From an optimization exercise on the open Yosys and OpenROAD flow, aimed at small area, a short achievable clock period and few clock cycles; shortcuts taken in it are not production practice. The RTL was checked by simulation tests, not by an equivalence proof against the original design. Power is estimated from default activity; no workload was simulated.

**design/flow/run.sh**
```bash
#!/bin/bash
# synth_recipe.tcl (not shown) runs the flow's synth.tcl, then flattens the netlist and writes it again
# the make line also repeats each setting of config.mk as NAME=value (left out here)
make -C /OpenROAD-flow-scripts/flow DESIGN_CONFIG=/design/flow/config.mk WORK_HOME=/design/flow/orfs CLKGATE_MAP_FILE= SYNTH_SCRIPT=/design/flow/synth_recipe.tcl finish
```
**design/flow/config.mk**
```make
export PLATFORM = sky130hd
export DESIGN_NAME = instruction_forecast_monitor
export DESIGN_NICKNAME = instruction_forecast_monitor
export VERILOG_FILES = /design/flow/design.v
export SDC_FILE = /design/flow/constraint.sdc
export NUM_CORES = 4
export LEC_CHECK = 0
export CAP_MARGIN = 20
export CORE_MARGIN = 2
export CORE_UTILIZATION = 40
export CTS_CLUSTER_DIAMETER = 60
export CTS_CLUSTER_SIZE = 24
export PLACE_DENSITY = 0.6
export SETUP_SLACK_MARGIN = 5
export SLEW_MARGIN = 20
```
**design/flow/constraint.sdc**
```tcl
create_clock -name core_clock -period 10.0 [get_ports {clk}]
set_input_delay 2.0000 -clock core_clock [delete_from_list [all_inputs] [get_ports {clk}]]
set_output_delay 2.0000 -clock core_clock [all_outputs]
set_load 0.01 [all_outputs]
```
**design/flow/design.v**
```verilog
`timescale 1ns / 1ps
package ifm_pkg;
  localparam int unsigned TableEntries = 16;
  localparam logic [1:0] OP_FORECAST = 2'd0;
  localparam logic [1:0] OP_EXEC     = 2'd1;
  localparam logic [1:0] OP_TERM     = 2'd2;
  localparam logic [1:0] OP_NOP      = 2'd3;
  localparam logic [47:0] MAX48  = 48'hFFFF_FFFF_FFFF;
  localparam logic [15:0] MAXCNT = 16'hFFFF;
endpackage
`timescale 1ns / 1ps
module ifm_div #(
  parameter int TW  = 8,
  parameter int RSB = 7,
  parameter int NFB = 4,
  parameter int NR  = 23     
) (
  input  logic          clk,
  input  logic          rst_n,
  input  logic          in_v,
  input  logic [TW-1:0] in_tag,
  input  logic [47:0]   in_n,
  input  logic [15:0]   in_d,
  input  logic          mk_v,
  input  logic [3:0]    mk_idx,
  output logic          out_v,
  output logic [TW-1:0] out_tag,
  output logic [47:0]   out_q,
  output logic [15:0]   out_d,
  output logic [NR-1:0] st_v,
  output logic [NR-1:0][TW-1:0] st_tag
);
  localparam int NS = 24;    
  function automatic logic [TW-1:0] mark(input logic [TW-1:0] t, input logic m,
                                         input logic [3:0] i);
    mark = t;
    if (m && t[NFB] && t[3:0] == i) mark[RSB] = 1'b1;
  endfunction
  logic [NS:0]         cv;
  logic [NS:0][TW-1:0] ctg;
  logic [NS:0][47:0]   cq;
  logic [NS:0][15:0]   cr;
  logic [NS:0][15:0]   cd;
  logic [NS:0][17:0]   cd3;
  logic          v0;
  logic [TW-1:0] tg0;
  logic [47:0]   q0;
  logic [15:0]   d0;
  always_ff @(posedge clk) begin
    if (!rst_n) v0 <= 1'b0;
    else v0 <= in_v;
    tg0 <= mark(in_tag, mk_v, mk_idx);
    q0  <= in_n;
    d0  <= in_d;
  end
  assign cv[0]  = v0;
  assign ctg[0] = tg0;
  assign cq[0]  = q0;
  assign cr[0]  = '0;
  assign cd[0]  = d0;
  assign cd3[0] = '0;
  assign st_v[0]   = v0;
  assign st_tag[0] = tg0;
  genvar k;
  generate
    for (k = 0; k < NS; k++) begin : g_st
      localparam int RW = (2 * k + 2 < 16) ? 2 * k + 2 : 16;
      localparam bit RA = (k >= 1 && k <= 22);
      localparam int SI = k;                       
      logic [47:0] qn;
      logic [15:0] rn;
      logic [1:0]  dg;
      if (k <= 4) begin : g_narrow
        localparam int W = 2 * k + 2;
        logic [W-1:0] t;
        logic         hz1, hz2, hz3;
        logic [W:0]   e1, e2, e3;
        logic [W-1:0] m3;
        assign t   = W'({cr[k], cq[k][47:46]});
        assign hz1 = cd[k][15:W] == '0;
        assign hz2 = cd[k][15:W-1] == '0;
        if (k < 2) begin : g_m3c
          assign hz3 = hz2 && ({1'b0, cd[k][W-2:0]} + {cd[k][W-2:0], 1'b0}) < (W+1)'(1 << W);
          assign m3  = W'({1'b0, cd[k][W-2:0]} + {cd[k][W-2:0], 1'b0});
        end else begin : g_m3r
          assign hz3 = cd3[k][17:W] == '0;
          assign m3  = cd3[k][W-1:0];
        end
        assign e1  = {1'b0, t} - {1'b0, cd[k][W-1:0]};
        assign e2  = {1'b0, t} - {1'b0, cd[k][W-2:0], 1'b0};
        assign e3  = {1'b0, t} - {1'b0, m3};
        always_comb begin
          rn = '0;
          if (hz3 && !e3[W]) begin
            dg = 2'b11;
            rn[W-1:0] = e3[W-1:0];
          end else if (hz2 && !e2[W]) begin
            dg = 2'b10;
            rn[W-1:0] = e2[W-1:0];
          end else if (hz1 && !e1[W]) begin
            dg = 2'b01;
            rn[W-1:0] = e1[W-1:0];
          end else begin
            dg = 2'b00;
            rn[W-1:0] = t;
          end
        end
      end else begin : g_full
        logic [17:0] t;
        logic [18:0] s1, s2, s3;
        assign t  = {cr[k], cq[k][47:46]};
        assign s1 = {1'b0, t} - {3'b0, cd[k]};
        assign s2 = {1'b0, t} - {2'b0, cd[k], 1'b0};
        assign s3 = {1'b0, t} - {1'b0, cd3[k]};
        always_comb begin
          if (!s3[18]) begin
            dg = 2'b11;
            rn = s3[15:0];
          end else if (!s2[18]) begin
            dg = 2'b10;
            rn = s2[15:0];
          end else if (!s1[18]) begin
            dg = 2'b01;
            rn = s1[15:0];
          end else begin
            dg = 2'b00;
            rn = t[15:0];
          end
        end
      end
      assign qn = {cq[k][45:0], dg};
      if (k == NS - 1) begin : g_out
        assign out_q = qn;
      end else if (RA) begin : g_reg
        logic          v_q;
        logic [TW-1:0] tg_q;
        logic [47:0]   q_q;
        logic [RW-1:0] r_q;
        logic [15:0]   d_q;
        logic [17:0]   d3_q;
        always_ff @(posedge clk) begin
          if (!rst_n) v_q <= 1'b0;
          else v_q <= cv[k];
          tg_q <= mark(ctg[k], mk_v, mk_idx);
          q_q  <= qn;
          r_q  <= rn[RW-1:0];
          d_q  <= cd[k];
        end
        if (k == 1) begin : g_d3n
          always_ff @(posedge clk) d3_q <= {2'b0, cd[k]} + {1'b0, cd[k], 1'b0};
        end else begin : g_d3c
          always_ff @(posedge clk) d3_q <= cd3[k];
        end
        assign cv[k+1]  = v_q;
        assign ctg[k+1] = tg_q;
        assign cq[k+1]  = q_q;
        assign cr[k+1]  = 16'(r_q);
        assign cd[k+1]  = d_q;
        assign cd3[k+1] = d3_q;
        assign st_v[SI]   = v_q;
        assign st_tag[SI] = tg_q;
      end else begin : g_wire
        assign cv[k+1]  = cv[k];
        assign ctg[k+1] = ctg[k];
        assign cq[k+1]  = qn;
        assign cr[k+1]  = rn;
        assign cd[k+1]  = cd[k];
        assign cd3[k+1] = cd3[k];
      end
    end
  endgenerate
  assign out_v   = cv[NS-1];
  assign out_tag = ctg[NS-1];
  assign out_d   = cd[NS-1];
endmodule
`timescale 1ns / 1ps
module ifm_cell (
  input  logic        clk,
  input  logic        rst_n,
  input  logic        fc_we,     
  input  logic        alloc,     
  input  logic        ex_we,     
  input  logic [31:0] addr_in,
  input  logic [3:0]  cls_in,
  input  logic [47:0] x1,        
  input  logic [47:0] t,         
  output logic        valid,
  output logic [31:0] addr,
  output logic [3:0]  cls,
  output logic        hf,
  output logic        sat,
  output logic [47:0] g,
  output logic [47:0] f,
  output logic [15:0] cnt
);
  logic [47:0] y;
  logic [48:0] s;
  logic        fz;
  assign y  = hf ? x1 : t;
  assign s  = {1'b0, g} + {1'b0, y} + {48'd0, ~hf};
  assign fz = &(g ^ y);          
  always_ff @(posedge clk) begin
    if (!rst_n) valid <= 1'b0;
    else if (alloc) valid <= 1'b1;
    if (alloc) begin
      addr <= addr_in;
      cls  <= cls_in;
    end
    if (fc_we) begin
      hf  <= 1'b0;
      sat <= 1'b0;
      g   <= x1;
      cnt <= '0;
    end else if (ex_we) begin
      if (hf) begin
        g <= s[47:0];
        if (s[48]) sat <= 1'b1;
      end else if (!fz) begin
        f  <= s[47:0];
        g  <= '0;
        hf <= 1'b1;
      end
      if (cnt != ifm_pkg::MAXCNT) cnt <= cnt + 16'd1;
    end
  end
endmodule
`timescale 1ns / 1ps
module instruction_forecast_monitor (
  input  logic        clk,
  input  logic        rst_n,
  input  logic        start,
  output logic        busy,
  input  logic [1:0]  in_operation,
  input  logic [31:0] in_code_address,
  input  logic [3:0]  in_instr_class,
  input  logic [47:0] in_cycle_now,
  output logic        out_valid,
  output logic        out_status,
  output logic [31:0] out_entry_address,
  output logic [15:0] out_exec_total,
  output logic [47:0] out_first_delay,
  output logic [47:0] out_mean_gap,
  output logic        out_last_of_run
);
  localparam int N  = ifm_pkg::TableEntries;
  localparam int TW = 8;    
  localparam int NR = 23;   
  logic [N-1:0]       e_valid, e_hf, e_sat;
  logic [N-1:0][31:0] e_addr;
  logic [N-1:0][3:0]  e_cls;
  logic [N-1:0][47:0] e_g, e_f;
  logic [N-1:0][15:0] e_cnt;
  logic [N-1:0]       fc_we, alloc, ex_we;
  logic        s_v;
  logic [1:0]  s_op;
  logic [31:0] s_addr;
  logic [3:0]  s_cls;
  logic [47:0] s_t;
  logic        acc, b_take, c_take, c_done;
  logic        n_v;
  logic [1:0]  n_op;
  logic [31:0] n_addr;
  logic [3:0]  n_cls;
  logic [47:0] n_t;
  assign busy = s_v;
  assign acc  = start && !s_v && in_operation != ifm_pkg::OP_NOP;
  assign n_v    = s_v || acc;
  assign n_op   = s_v ? s_op   : in_operation;
  assign n_addr = s_v ? s_addr : in_code_address;
  assign n_cls  = s_v ? s_cls  : in_instr_class;
  assign n_t    = s_v ? s_t    : in_cycle_now;
  always_ff @(posedge clk) begin
    if (!rst_n) s_v <= 1'b0;
    else if (b_take) s_v <= 1'b0;
    else if (acc) s_v <= 1'b1;
    if (!b_take && !s_v) begin
      s_op <= in_operation; s_addr <= in_code_address; s_cls <= in_instr_class;
      s_t <= in_cycle_now;
    end
  end
  logic        b_v;
  logic [1:0]  b_op;
  logic [31:0] b_addr;
  logic [3:0]  b_cls;
  logic [47:0] b_t;
  logic [15:0][47:0] lt;        
  logic [N-1:0] b_cam;
  logic        b_eq;
  logic [47:0] b_d, b_x1, b_lt;
  logic        c_v;
  logic [2:0]  qv, qf, nqv, nqf;
  logic [2:0][31:0] qp, nqp;
  logic [1:0]  c_op;
  logic [31:0] c_addr;
  logic [3:0]  c_cls;
  logic [47:0] c_x1, c_t;
  logic        c_new;
  logic [N-1:0] c_hit, prot, qsel, lastalloc;
  logic        c_eq;
  assign b_take = !b_v || c_take;
  always_ff @(posedge clk) begin
    if (!rst_n) b_v <= 1'b0;
    else if (b_take) b_v <= n_v;
    if (b_take) begin
      b_op <= n_op; b_addr <= n_addr; b_cls <= n_cls; b_t <= n_t;
      if (b_v && b_op == ifm_pkg::OP_EXEC && b_cls == n_cls) b_lt <= b_t;
      else if (c_new && c_v && c_op == ifm_pkg::OP_EXEC && c_cls == n_cls) b_lt <= c_t;
      else b_lt <= lt[n_cls];
    end
  end
  always_comb begin
    for (int e = 0; e < N; e++) b_cam[e] = e_valid[e] && (e_addr[e] == b_addr);
  end
  assign b_eq  = c_v && c_op == ifm_pkg::OP_FORECAST && c_addr == b_addr;
  assign b_d   = b_t - b_lt + 48'd1;
  assign b_x1  = (b_op == ifm_pkg::OP_FORECAST) ? 48'd0 - b_t : b_d;
  always_ff @(posedge clk) begin
    for (int c = 0; c < 16; c++) begin
      if (c_new && c_v && c_op == ifm_pkg::OP_EXEC && c_cls == 4'(c)) lt[c] <= c_t;
    end
  end
  logic        is_fc, is_ex, is_rp;
  logic [N-1:0] mcls, hit, ffree, x, sel, rest, infl;
  logic        anyhit, full, fullres, rp_go, rp_issue;
  logic [N-1:0] kf;
  logic        kf1, rs_busy, resc, iss_full;
  logic [31:0] iss_addr;
  logic [3:0]  kf_idx;
  logic [47:0] f_k, rs_f;
  logic [47:0] g_sel;
  logic [15:0] cnt_sel;
  logic        hf_sel, sat_sel;
  logic [3:0]  idx_sel;
  assign c_take = !c_v || c_done;
  always_ff @(posedge clk) begin
    if (!rst_n) c_v <= 1'b0;
    else if (c_take) c_v <= b_v;
    c_new <= c_take && b_v;
    if (c_take) begin
      c_op <= b_op; c_addr <= b_addr; c_cls <= b_cls; c_x1 <= b_x1; c_t <= b_t;
      c_hit <= b_cam; c_eq <= b_eq;
    end
    lastalloc <= alloc;
    if (!rst_n) qv <= '0;
    else qv <= nqv;
    qf <= nqf;
    qp <= nqp;
  end
  assign is_fc = c_v && c_op == ifm_pkg::OP_FORECAST;
  assign is_ex = c_v && c_op == ifm_pkg::OP_EXEC;
  assign is_rp = c_v && c_op == ifm_pkg::OP_TERM;
  always_comb begin
    for (int e = 0; e < N; e++) mcls[e] = e_valid[e] && (e_cls[e] == c_cls);
  end
  assign hit    = c_hit | (c_eq ? lastalloc : '0);
  assign anyhit = |hit;
  assign ffree  = ~e_valid & (e_valid + 16'd1);       
  assign full   = &e_valid;
  assign qsel = qp[0][15:0] & (~qp[0][15:0] + 16'd1);
  assign prot = ((qv[0] && !qf[0]) ? qp[0][15:0] & ~qsel : '0) |
                ((qv[1] && !qf[1]) ? qp[1][15:0] : '0) |
                ((qv[2] && !qf[2]) ? qp[2][15:0] : '0);
  assign kf  = mcls & ~e_hf & infl;
  assign kf1 = (kf & (kf - 16'd1)) == '0;
  always_comb begin
    if (is_rp) c_done = !qv[2];
    else if (is_fc) c_done = anyhit ? !(|(hit & prot)) : !(full && qv[2]);
    else if (is_ex) c_done = !(|(mcls & prot)) && (kf == '0 || (kf1 && !rs_busy));
    else c_done = 1'b1;
  end
  assign alloc   = (is_fc && c_done && !anyhit) ? ffree : '0;
  assign fc_we   = (is_fc && c_done) ? (hit | alloc) : '0;
  assign fullres = is_fc && c_done && !anyhit && full;
  assign ex_we   = (is_ex && c_done) ? mcls : '0;
  assign rp_go   = is_rp && c_done;
  logic q_full, d_full, d_rep;
  assign q_full = qv[0] && qf[0];
  assign d_full = fullres && !qv[0];
  assign d_rep  = rp_go && !qv[0];
  assign x    = (qv[0] && !qf[0]) ? qp[0][15:0] : (d_rep ? mcls : '0);
  assign sel  = x & (~x + 16'd1);
  assign rest = x & ~sel;
  assign rp_issue = x != '0;
  assign iss_full = q_full || d_full;
  assign iss_addr = q_full ? qp[0] : c_addr;
  always_comb begin
    logic        app_v, app_f;
    logic [31:0] app_p;
    nqv = qv; nqf = qf; nqp = qp;
    if (qv[0]) begin
      if (!qf[0] && rest != '0) nqp[0] = {16'd0, rest};
      else begin
        nqv = {1'b0, qv[2:1]};
        nqf = {1'b0, qf[2:1]};
        nqp = {32'd0, qp[2:1]};
      end
    end
    app_v = 1'b0; app_f = 1'b0; app_p = '0;
    if (rp_go && qv[0] && mcls != '0) begin
      app_v = 1'b1; app_p = {16'd0, mcls};
    end else if (d_rep && rest != '0) begin
      app_v = 1'b1; app_p = {16'd0, rest};
    end else if (fullres && qv[0]) begin
      app_v = 1'b1; app_f = 1'b1; app_p = c_addr;
    end
    if (app_v) begin
      if (!nqv[0]) begin nqv[0] = 1'b1; nqf[0] = app_f; nqp[0] = app_p; end
      else if (!nqv[1]) begin nqv[1] = 1'b1; nqf[1] = app_f; nqp[1] = app_p; end
      else begin nqv[2] = 1'b1; nqf[2] = app_f; nqp[2] = app_p; end
    end
  end
  always_comb begin
    g_sel = '0; cnt_sel = '0; hf_sel = 1'b0; sat_sel = 1'b0; idx_sel = '0;
    for (int e = 0; e < N; e++) begin
      if (sel[e]) begin
        g_sel   = g_sel | e_g[e];
        cnt_sel = cnt_sel | e_cnt[e];
        hf_sel  = hf_sel | e_hf[e];
        sat_sel = sat_sel | e_sat[e];
        idx_sel = idx_sel | 4'(e);
      end
    end
  end
  genvar ge;
  generate
    for (ge = 0; ge < N; ge++) begin : g_cell
      ifm_cell u_cell (
        .clk(clk), .rst_n(rst_n),
        .fc_we(fc_we[ge]), .alloc(alloc[ge]), .ex_we(ex_we[ge]),
        .addr_in(c_addr), .cls_in(c_cls), .x1(c_x1), .t(c_t),
        .valid(e_valid[ge]), .addr(e_addr[ge]), .cls(e_cls[ge]), .hf(e_hf[ge]), .sat(e_sat[ge]),
        .g(e_g[ge]), .f(e_f[ge]), .cnt(e_cnt[ge])
      );
    end
  endgenerate
  logic          dv_in, dv_out;
  logic [TW-1:0] dtag_in, dtag_out;
  logic [47:0]   dn_in, dq_out;
  logic [15:0]   dd_in, dd_out;
  logic [NR-1:0] dst_v;
  logic [NR-1:0][TW-1:0] dst_tag;
  assign dv_in   = rp_issue || iss_full;
  assign dtag_in = {1'b0, iss_full, iss_full || rest == '0, !iss_full && hf_sel,
                    iss_full ? 4'd0 : idx_sel};
  assign dn_in   = iss_full ? {16'd0, iss_addr} :
                   !hf_sel ? '0 : sat_sel ? ifm_pkg::MAX48 : g_sel;
  assign dd_in   = iss_full ? 16'd1 : cnt_sel;
  assign resc = is_ex && c_done && kf != '0;
  always_comb begin
    f_k = '0; kf_idx = '0;
    for (int e = 0; e < N; e++) begin
      if (kf[e]) begin
        f_k    = f_k | e_f[e];
        kf_idx = kf_idx | 4'(e);
      end
    end
  end
  always_ff @(posedge clk) begin
    if (resc) rs_f <= f_k;
  end
  ifm_div #(.TW(TW), .NR(NR)) u_div (
    .clk(clk), .rst_n(rst_n), .in_v(dv_in), .in_tag(dtag_in), .in_n(dn_in), .in_d(dd_in),
    .mk_v(resc), .mk_idx(kf_idx),
    .out_v(dv_out), .out_tag(dtag_out), .out_q(dq_out), .out_d(dd_out),
    .st_v(dst_v), .st_tag(dst_tag)
  );
  logic [N-1:0] infl_r, infl_nxt, infl0;
  logic         rsb_nxt;
  always_comb begin
    infl_nxt = '0;
    rsb_nxt  = 1'b0;
    for (int s = 0; s < NR - 2; s++) begin
      for (int e = 0; e < N; e++) begin
        if (dst_v[s] && dst_tag[s][4] && !dst_tag[s][7] && dst_tag[s][3:0] == 4'(e) &&
            !(resc && kf[e]))
          infl_nxt[e] = 1'b1;
      end
    end
    for (int s = 0; s < NR - 1; s++) begin
      if (dst_v[s] && (dst_tag[s][7] || (resc && dst_tag[s][4] && dst_tag[s][3:0] == kf_idx)))
        rsb_nxt = 1'b1;
    end
  end
  always_ff @(posedge clk) begin
    if (!rst_n) begin
      infl_r  <= '0;
      rs_busy <= 1'b0;
    end else begin
      infl_r  <= infl_nxt;
      rs_busy <= rsb_nxt;
    end
  end
  always_comb begin
    for (int e = 0; e < N; e++)
      infl0[e] = dst_v[0] && dst_tag[0][4] && !dst_tag[0][7] && dst_tag[0][3:0] == 4'(e);
  end
  assign infl = infl_r | infl0;
  logic        o_st, o_nf;
  logic [3:0]  o_idx;
  assign o_st  = dtag_out[6];
  assign o_nf  = dtag_out[4];
  assign o_idx = dtag_out[3:0];
  always_ff @(posedge clk) begin
    if (!rst_n) out_valid <= 1'b0;
    else out_valid <= dv_out;
    out_status        <= o_st;
    out_last_of_run   <= dtag_out[5];
    out_entry_address <= o_st ? dq_out[31:0] : e_addr[o_idx];
    out_exec_total    <= o_st ? 16'd0 : dd_out;
    out_first_delay   <= !o_nf ? 48'd0 : dtag_out[7] ? rs_f : e_f[o_idx];
    out_mean_gap      <= (o_st || dd_out == 16'd0) ? 48'd0 : dq_out;
  end
endmodule
```
==> impl_metrics.json, run 1 <==
{
  "num_rows": 330,
  "clk_pin_slew_ns": 0.08,
  "track_usage_pct": 33.0,
  "clockBufferDepth": 4,
  "antenna_found_initial": 190,
  "cp.arrival_ns": 6.19,
  "ff_latch_area_um2": 158000,
  "cts_root_buf": "clkbuf_16",
  "synth_area_leader_cell": "edfxtp_1",
  "grt_overflow": 0,
  "grt_pass1_wl_mm": 1930,
  "worstHoldPathCells": 0,
  "synth_adder_area_share_pct": 8.00,
  "cts.sinks": 6252,
  "postSynth.asyncResetShare_pct": 0,
  "htreeDepth": 6,
  "layout.nets": 33100,
  "drv_slew": 0,
  "netlist_instances": 30700,
  "synth_top_family_by_area": "compound AO/OA/AOI/OAI gates",
  "p_int_uw": 53100,
  "hold_buffers": 0,
  "die_x_um": 904,
  "setup_viol": 0,
  "combPwrFrac_pct": 34.7,
  "syn_to_final_growth_pct": 14.1,
  "muxShareOfSynthArea_pct": 6.80,
  "maxCapViolations": 0,
  "cts_inserted_buffers": 579,
  "vias": 259000,
  "fillCellCount": 74900,
  "report.final.hold_viol_count": 0,
  "finalWirelength_mm": 1410,
  "synth.most_common_cell": "nand2_1",
  "outcome": "timing/DRC/antenna clean",
  "grt_use_met3_pct": 8.97,
  "powerDensity_nw_per_um2": 226,
  "switching_share_pct": 36.5,
  "synth_common_cells": "nand2_1 (3364), edfxtp_1 (3299), dfxtp_1 (2953)",
  "max_slew_margin_pct": 7.91,
  "total_leakage_power_uw": 0.137,
  "worst_setup_path_start_kind": "flip-flop",
  "multi_input_area_um2": 159000,
  "drc": 0,
  "wl_per_cell_um": 33.3,
  "synth_edf_count": 3299,
  "grt_use_met2_pct": 50.2,
  "r2r_setup_slack_ns": 4.82,
  "cp.required_ns": 11.01,
  "start_util_pct": 40.1,
  "grt_pass1_vias": 243000,
  "worst_pin_slew_ns": 1.34,
  "seq_power_share_pct": 36.0,
  "largest-register": "u_div.g_st.genblk2.g_reg.q_q",
  "hold_start": "u_div.g_st[7].genblk2.g_reg.q_q[29]",
  "synth_ff_type": "edfxtp_1",
  "synth.top_cell.area_share_pct": 30.6,
  "ys_top_cells_by_area": "edfxtp_1 (31%), dfxtp_1 (18%), ha_1 (7.4%)",
  "finalSetupTns_ns": 0,
  "min_period_over_period_pct": 51.8,
  "worstHoldPathType": "flip-flop to flip-flop",
  "synth_compound_area_share_pct": 13.9,
  "synth_warnings": 3,
  "syn_nets": 32800,
  "synth-seq-cells": 6252,
  "vdd_drop_max_v": 0.000221,
  "dp_hpwl_mm": 1050,
  "postRouteAntennaNets": 0,
  "drt-initial-drc-count": 34200,
  "synth_cell_types": 107,
  "rsz0062_at_grt": "true",
  "synth_xor_area_share_pct": 6.02,
  "power.switching_uw": 30600,
  "final_util_pct": 45.8,
  "reg2reg_from": "c_cls[2]",
  "drt-pass1-iter-count": 13,
  "ios": 237,
  "path_class": "flip-flop to flip-flop",
  "holdPathEnd": "u_div.g_st[8].genblk2.g_reg.q_q[31]",
  "ys_seq_area_share_pct": 48.8,
  "cts_tree": "done",
  "die_height_um": 904,
  "use_met1_pct": 41.8,
  "grt.busiest_layer": "met2",
  "skew_ns": 0.118,
  "gp_congestion": 1.05,
  "clk_latency_ns": 1.23,
  "period_minus_slack_ns": 5.18,
  "pwr-share-clk_pct": 29.4,
  "grt_max_degree": 165,
  "core_area_um2": 808000,
  "worst_setup_path_end_kind": "flip-flop",
  "io_buffers": 236,
  "synthSimpleGateAreaFrac_pct": 13.0,
  "netlist_area_um2": 324000,
  "reg2reg_depth": 15,
  "cp_max_fo": 47,
  "drive_above_1_share_pct": 13.2,
  "worstSetupStartpoint": "c_cls[2]",
  "synth.avg_cell_area_um2": 10.6,
  "rr_endpoint": "u_div.q0[11]",
  "fmax_ghz": 0.193,
  "vias_per_cell": 6.11,
  "largest_reg_flops": 1056,
  "die_area_um2": 817000
}
-- power by group through the flow --
stage | clock network, µW | logic, µW | registers, µW
after CTS | 24900 | 28300 | 30100
after global placement | 0 | 27000 | 30800
after detailed placement | 0 | 27400 | 30900
after floorplan | 0 | 19900 | 30200
final | 24600 | 29000 | 30100
after global routing | 25800 | 31600 | 30200
-- routing by layer --
metal / wire (µm) / vias to the layer above / part of all wire (%)
li1: - / 114000 / -
met1: 545000 / 128000 / 39
met2: 609000 / 14100 / 43
met3: 151000 / 3041 / 11
met4: 107000 / 60 / 7.6
met5: 658 / - / 0.047
-- worst max path at each step --
| stage | to | slack (ns) | cells past startpoint |
|---|---|---|---|
| final | u_div.q0[11] | 4.82 | 15 |
| after global routing | g_cell[15].u_cell.g[42] | 4.89 | 18 |
| after CTS | g_cell[9].u_cell.g[46] | 4.88 | 20 |
| after detailed placement | g_cell[13].u_cell.g[43] | 2.72 | 14 |
| after global placement | g_cell[13].u_cell.g[45] | 2.60 | 14 |
| after floorplan | c_addr[0] | 4.18 | 14 |
-- per-stage QoR --
stage / total power [µW] / area (µm²) / hold slack [ns] / instances / setup WS [ns]
after floorplan: 50100 / 324000 / 0.310 / 30700 / 4.18
after global placement: 57900 / 341000 / 0.310 / 40900 / 2.60
after detailed placement: 58300 / 341000 / 0.312 / 40900 / 2.72
after CTS: 83200 / 367000 / 0.295 / 42200 / 4.88
after global routing: 87600 / 370000 / 0.278 / 42400 / 4.89
final: 83700 / 370000 / 0.298 / 42400 / 4.82
-- critical path: stages (launching register included) --
cell	delay, ns
edfxtp_1	0.42
buf_12	0.18
buf_4	0.19
xor2_1	0.17
a221o_2	0.39
o31ai_4	0.34
buf_4	0.19
or3_1	0.16
nor2b_4	0.05
buf_4	0.29
buf_12	0.30
a222oi_1	0.75
nand3_1	0.57
a221oi_2	0.52
and4_1	0.28
o22ai_1	0.08
-- timing repair --
action | CTS | global route
pin swaps | 94 | 89
resized for setup | 594 | 268
setup endpoints to repair | 3483 | 2031
cloned | 28 | 5
setup buffers | 200 | 78
-- cells in the final DEF (no fill, tap or decap), types with 158 or more instances in the layout --
master / n
o21a_1: 191
nor4_1: 197
and2_1: 180
nand4_1: 355
clkdlybuf4s50_1: 235
mux2_2: 910
nor2b_1: 341
ha_1: 1892
nor3_1: 460
edfxtp_1: 3299
xnor2_1: 1536
mux4_2: 400
inv_1: 1388
and3_1: 342
a21o_1: 615
nand2_1: 3334
nand3_1: 1250
or3_1: 192
xor2_1: 683
clkbuf_16: 596
nand2b_1: 247
a211oi_1: 188
a22oi_1: 338
o21ai_0: 1263
a22o_1: 308
mux2i_1: 254
dfxtp_1: 2922
a21oi_1: 1372
nor2_1: 1673
a31oi_1: 224
diode_2: 158
buf_4: 723
a311oi_1: 162
a221oi_1: 215
a222oi_1: 187
-- cell families (layout without fill, tap and decap cells) --
family / after synthesis / after routing
AOI/OAI and AO/OA: 6658 / 6664
DFF: 6252 / 6252
and+or+nand+nor: 9065 / 9081
muxes: 1588 / 1588
buffers and inverters: 2885 / 3663
xor gates and xnor gates: 2228 / 2228
other: 1 / 159
adders and majority gates: 2011 / 2011
-- area by class of cell --
class                      instances  area share, %
multi-input combinational      21600           43.1
antenna                          158          0.107
clock inverter                   427           1.56
inverter                        1399           1.43
sequential                      6252           42.8
timing repair buffer            1201           3.27
tap                            10800           3.65
clock buffer                     636           4.10
Testbench counts, summed over its fixed seeds: cycles 5,546.
==> inputs of run 2 (changes only) <==
--- a/design/flow/config.mk
+++ b/design/flow/config.mk
@@ -8,8 +8,8 @@
 export CAP_MARGIN = 20
 export CORE_MARGIN = 2
 export CORE_UTILIZATION = 40
-export CTS_CLUSTER_DIAMETER = 60
-export CTS_CLUSTER_SIZE = 24
+export CTS_CLUSTER_DIAMETER = 80
+export CTS_CLUSTER_SIZE = 30
 export PLACE_DENSITY = 0.6
 export SETUP_SLACK_MARGIN = 5
 export SLEW_MARGIN = 20
==> run 2 against run 1 <==
  * Still clean
  * Wire length grew 0.16%
  * Register-to-register slack gained 0.03 ns
  * Power down 4.8%
  * Non-clock buffer count rose by 15
  * Sequential share of layout area up 0.55 points
  * First-iteration DRC count increased by 0.32%
  * Largest cell class unchanged
==> impl_metrics.json, run 2 <==
{
  "outcome": "timing/DRC/antenna clean",
  "netlist_instances": 30700,
  "finalSetupTns_ns": 0,
  "r2r_setup_slack_ns": 4.85,
  "cp.arrival_ns": 6.12,
  "largest-register": "u_div.g_st.genblk2.g_reg.q_q",
  "drv_slew": 0,
  "postSynth.asyncResetShare_pct": 0,
  "min_period_over_period_pct": 51.5,
  "synth.top_cell.area_share_pct": 30.6,
  "cp_top_family": "simple AND/OR/NAND/NOR gates",
  "synth_ff_type": "edfxtp_1",
  "combPwrFrac_pct": 36.4,
  "netlist_area_um2": 324000,
  "fmax_ghz": 0.194,
  "cts.sinks": 6252,
  "vias": 258000,
  "synth_warnings": 3,
  "maxCapViolations": 0,
  "crit_top_cell": "buf_12",
  "final_common_cell": "nand2_1",
  "ff_latch_area_um2": 158000,
  "pwr-share-clk_pct": 25.8,
  "io_buffers": 236,
  "synth.avg_cell_area_um2": 10.6,
  "cp_num_buf_inv": 5,
  "cts_root_buf": "clkbuf_16",
  "grt_pass1_vias": 241000,
  "worstHoldPathType": "flip-flop to flip-flop",
  "holdPathEnd": "u_div.g_st[19].genblk2.g_reg.q_q[7]",
  "power.switching_uw": 29900,
  "rr_endpoint": "u_div.q0[11]",
  "powerDensity_nw_per_um2": 218,
  "die_height_um": 904,
  "cp.required_ns": 10.97,
  "slowest_stage": "a221oi_2",
  "hold_start": "u_div.g_st[18].genblk2.g_reg.q_q[5]",
  "start_util_pct": 40.1,
  "switching_share_pct": 37.5,
  "final_cell_mix": "nand2_1 (3336), edfxtp_1 (3299), dfxtp_1 (2922)",
  "path_cells": "nor4bb_2 > buf_4 > nand2_1 > buf_12 > o31ai_4 > buf_12 > buf_6 > buf_12 > nor2_1 > a221oi_1 > nand3_1 > a221oi_2 > and4_1 > o22ai_1",
  "drc": 0,
  "num_rows": 330,
  "cts_tree": "done",
  "clk_pin_slew_ns": 0.10,
  "track_usage_pct": 32.9,
  "path_class": "flip-flop to flip-flop",
  "synth_cell_types": 107,
  "postRouteAntennaNets": 0,
  "worst_pin_slew_ns": 1.26,
  "die_x_um": 904,
  "final_util_pct": 45.2,
  "drt-pass1-iter-count": 14,
  "syn_to_final_growth_pct": 12.7,
  "worstHoldPathCells": 0,
  "max_stage_delay_ns": 0.51,
  "cp_max_fo": 59,
  "timing.hold.ws_ns": 0.298,
  "ios": 237,
  "drt-initial-drc-count": 34300,
  "core_area_um2": 808000,
  "grt_max_degree": 165,
  "setup_viol": 0,
  "total_leakage_power_uw": 0.135,
  "ys_seq_area_share_pct": 48.8,
  "wl_per_cell_um": 33.6,
  "skew_ns": 0.107,
  "synth_area_leader_cell": "edfxtp_1",
  "drive_above_1_share_pct": 12.4,
  "cts_inserted_buffers": 425,
  "reg2reg_depth": 14,
  "clk_latency_ns": 1.18,
  "synth.most_common_cell": "nand2_1",
  "synth-seq-cells": 6252,
  "p_int_uw": 49800,
  "place_ws_ns": 2.72,
  "multi_input_area_um2": 159000,
  "rsz0062_at_grt": "true",
  "fillCellCount": 75100,
  "vias_per_cell": 6.12,
  "grt_pass1_wl_mm": 1920,
  "synth_edf_count": 3299,
  "layout.nets": 33000,
  "reg2reg_from": "c_op[0]",
  "worst_setup_path_end_kind": "flip-flop",
  "worst_setup_path_start_kind": "flip-flop",
  "largest_reg_flops": 1056,
  "hold_buffers": 0,
  "timing.final.ws_setup_ns": 4.85,
  "vdd_drop_max_v": 0.000178,
  "die_area_um2": 817000,
  "clockBufferDepth": 4,
  "ys_top_cells_by_area": "edfxtp_1 (31%), dfxtp_1 (18%), ha_1 (7.4%)",
  "period_minus_slack_ns": 5.15,
  "dp_hpwl_mm": 1050,
  "finalWirelength_mm": 1420,
  "htreeDepth": 5,
  "antenna_found_initial": 179,
  "synth_common_cells": "nand2_1 (3364), edfxtp_1 (3299), dfxtp_1 (2953)",
  "grt_overflow": 0,
  "max_slew_margin_pct": 13.6,
  "gp_congestion": 1.05,
  "report.final.hold_viol_count": 0,
  "syn_nets": 32800,
  "seq_power_share_pct": 37.8
}
-- run 2: cell counts after synthesis --
Identical to the previous run, type by type.
-- run 2: worst max-delay path by stage --
stage	to	from	slack (ns)	cells after the start
finish	u_div.q0[11]	c_op[0]	4.85	14
global route	g_cell[15].u_cell.g[42]	c_t[0]	4.89	18
CTS	g_cell[12].u_cell.sat	c_x1[0]	4.94	22
detailed placement	g_cell[13].u_cell.g[43]	c_cls[3]	2.72	14
global placement	g_cell[13].u_cell.g[45]	c_cls[3]	2.60	14
floorplan	c_addr[0]	c_cls[2]	4.18	14
-- run 2: worst reg2reg max path, delay by kind of cell (launching register included) --
kind / cells / cell delay [ns]
buffers and inverters: 5 / 1.47
flip-flops: 1 / 0.43
AO/OA/AOI/OAI: 4 / 1.36
AND/OR/NAND/NOR: 5 / 1.69
-- run 2: metal layers --
metal	part of all wire, %	global-route usage, %	routed length, µm
met4	7.7	20.2	109000
met2	43	50.2	610000
met3	11	8.55	149000
met5	0.057	0.249	805
met1	39	42.0	547000
-- run 2: cell families after synthesis --
| group | after synthesis | synth area share, % |
|---|---|---|
| compound gates | 6658 | 13.9 |
| xor+xnor | 2228 | 6.02 |
| fa+ha+maj | 2011 | 8.00 |
| buf+inv | 2885 | 3.39 |
| flops | 6252 | 48.8 |
| mux | 1588 | 6.80 |
| other cells | 1 | 0.00116 |
| simple gates | 9065 | 13.0 |
-- run 2: cell type report --
cell class	count	share of cell area (%)
clock inverters	326	1.38
well taps	10800	3.70
repair buffers	1216	3.40
flip-flops and latches	6252	43.3
inverters	1399	1.45
clock buffers	452	3.01
multi-input cells	21600	43.6
diodes	143	0.0980
-- run 2: power groups by stage --
stage,clock (µW),combinational [µW],sequential (µW)
4_1_cts,20900,28300,30100
5_1_grt,21700,31600,30200
3_3_place_gp,0,27000,30800
2_1_floorplan,0,19900,30200
6_report,20600,29000,30100
3_5_place_dp,0,27400,30900
-- run 2: per-stage QoR --
step | cells | total power, µW | area, µm²
2_1_floorplan | 30700 | 50100 | 324000
3_3_place_gp | 40900 | 57900 | 341000
3_5_place_dp | 40900 | 58300 | 341000
4_1_cts | 41900 | 79200 | 363000
5_1_grt | 42100 | 83500 | 365000
6_report | 42200 | 79600 | 365000
-- run 2: repair_timing --
action / in CTS / in global routing
pin swaps: 92 / 73
gates resized for setup: 570 / 283
buffers inserted: 207 / 76
endpoints found under the setup margin: 3478 / 1963
cloned: 31 / 12

static timing again, ports no longer ideal:
Ports are ideal in the flow. The routed layouts listed here were re-timed in OpenROAD.
Step 1 sets driving cells, clkbuf_16 on the clock port and buf_2 on the other inputs (assumed; they add their load-dependent delay and slew).
Step 2 adds t to the input delays and takes it off the output delays; t is the mean of the earliest and latest rising clock arrival at the registers after step 1. Input paths then give back, and output paths get back, about the clock's delay inside the block.
a / b / c = ideal / step 1 / step 2; a / b = the first two.
run	shift t [ns]	setup slack, ns	worst setup path after step 2	clock arrival spread, ns
run 1	1.320	4.823 / 4.823 / 3.711	input to register	0.126 / 0.126
run 2	1.272	4.850 / 4.850 / 3.684	input to register	0.112 / 0.113
After both steps every run listed still meets setup and hold. For run 2, which loses most, drivers alone change the setup slack by 0.000 ns; drivers and shift together by -1.166 ns.
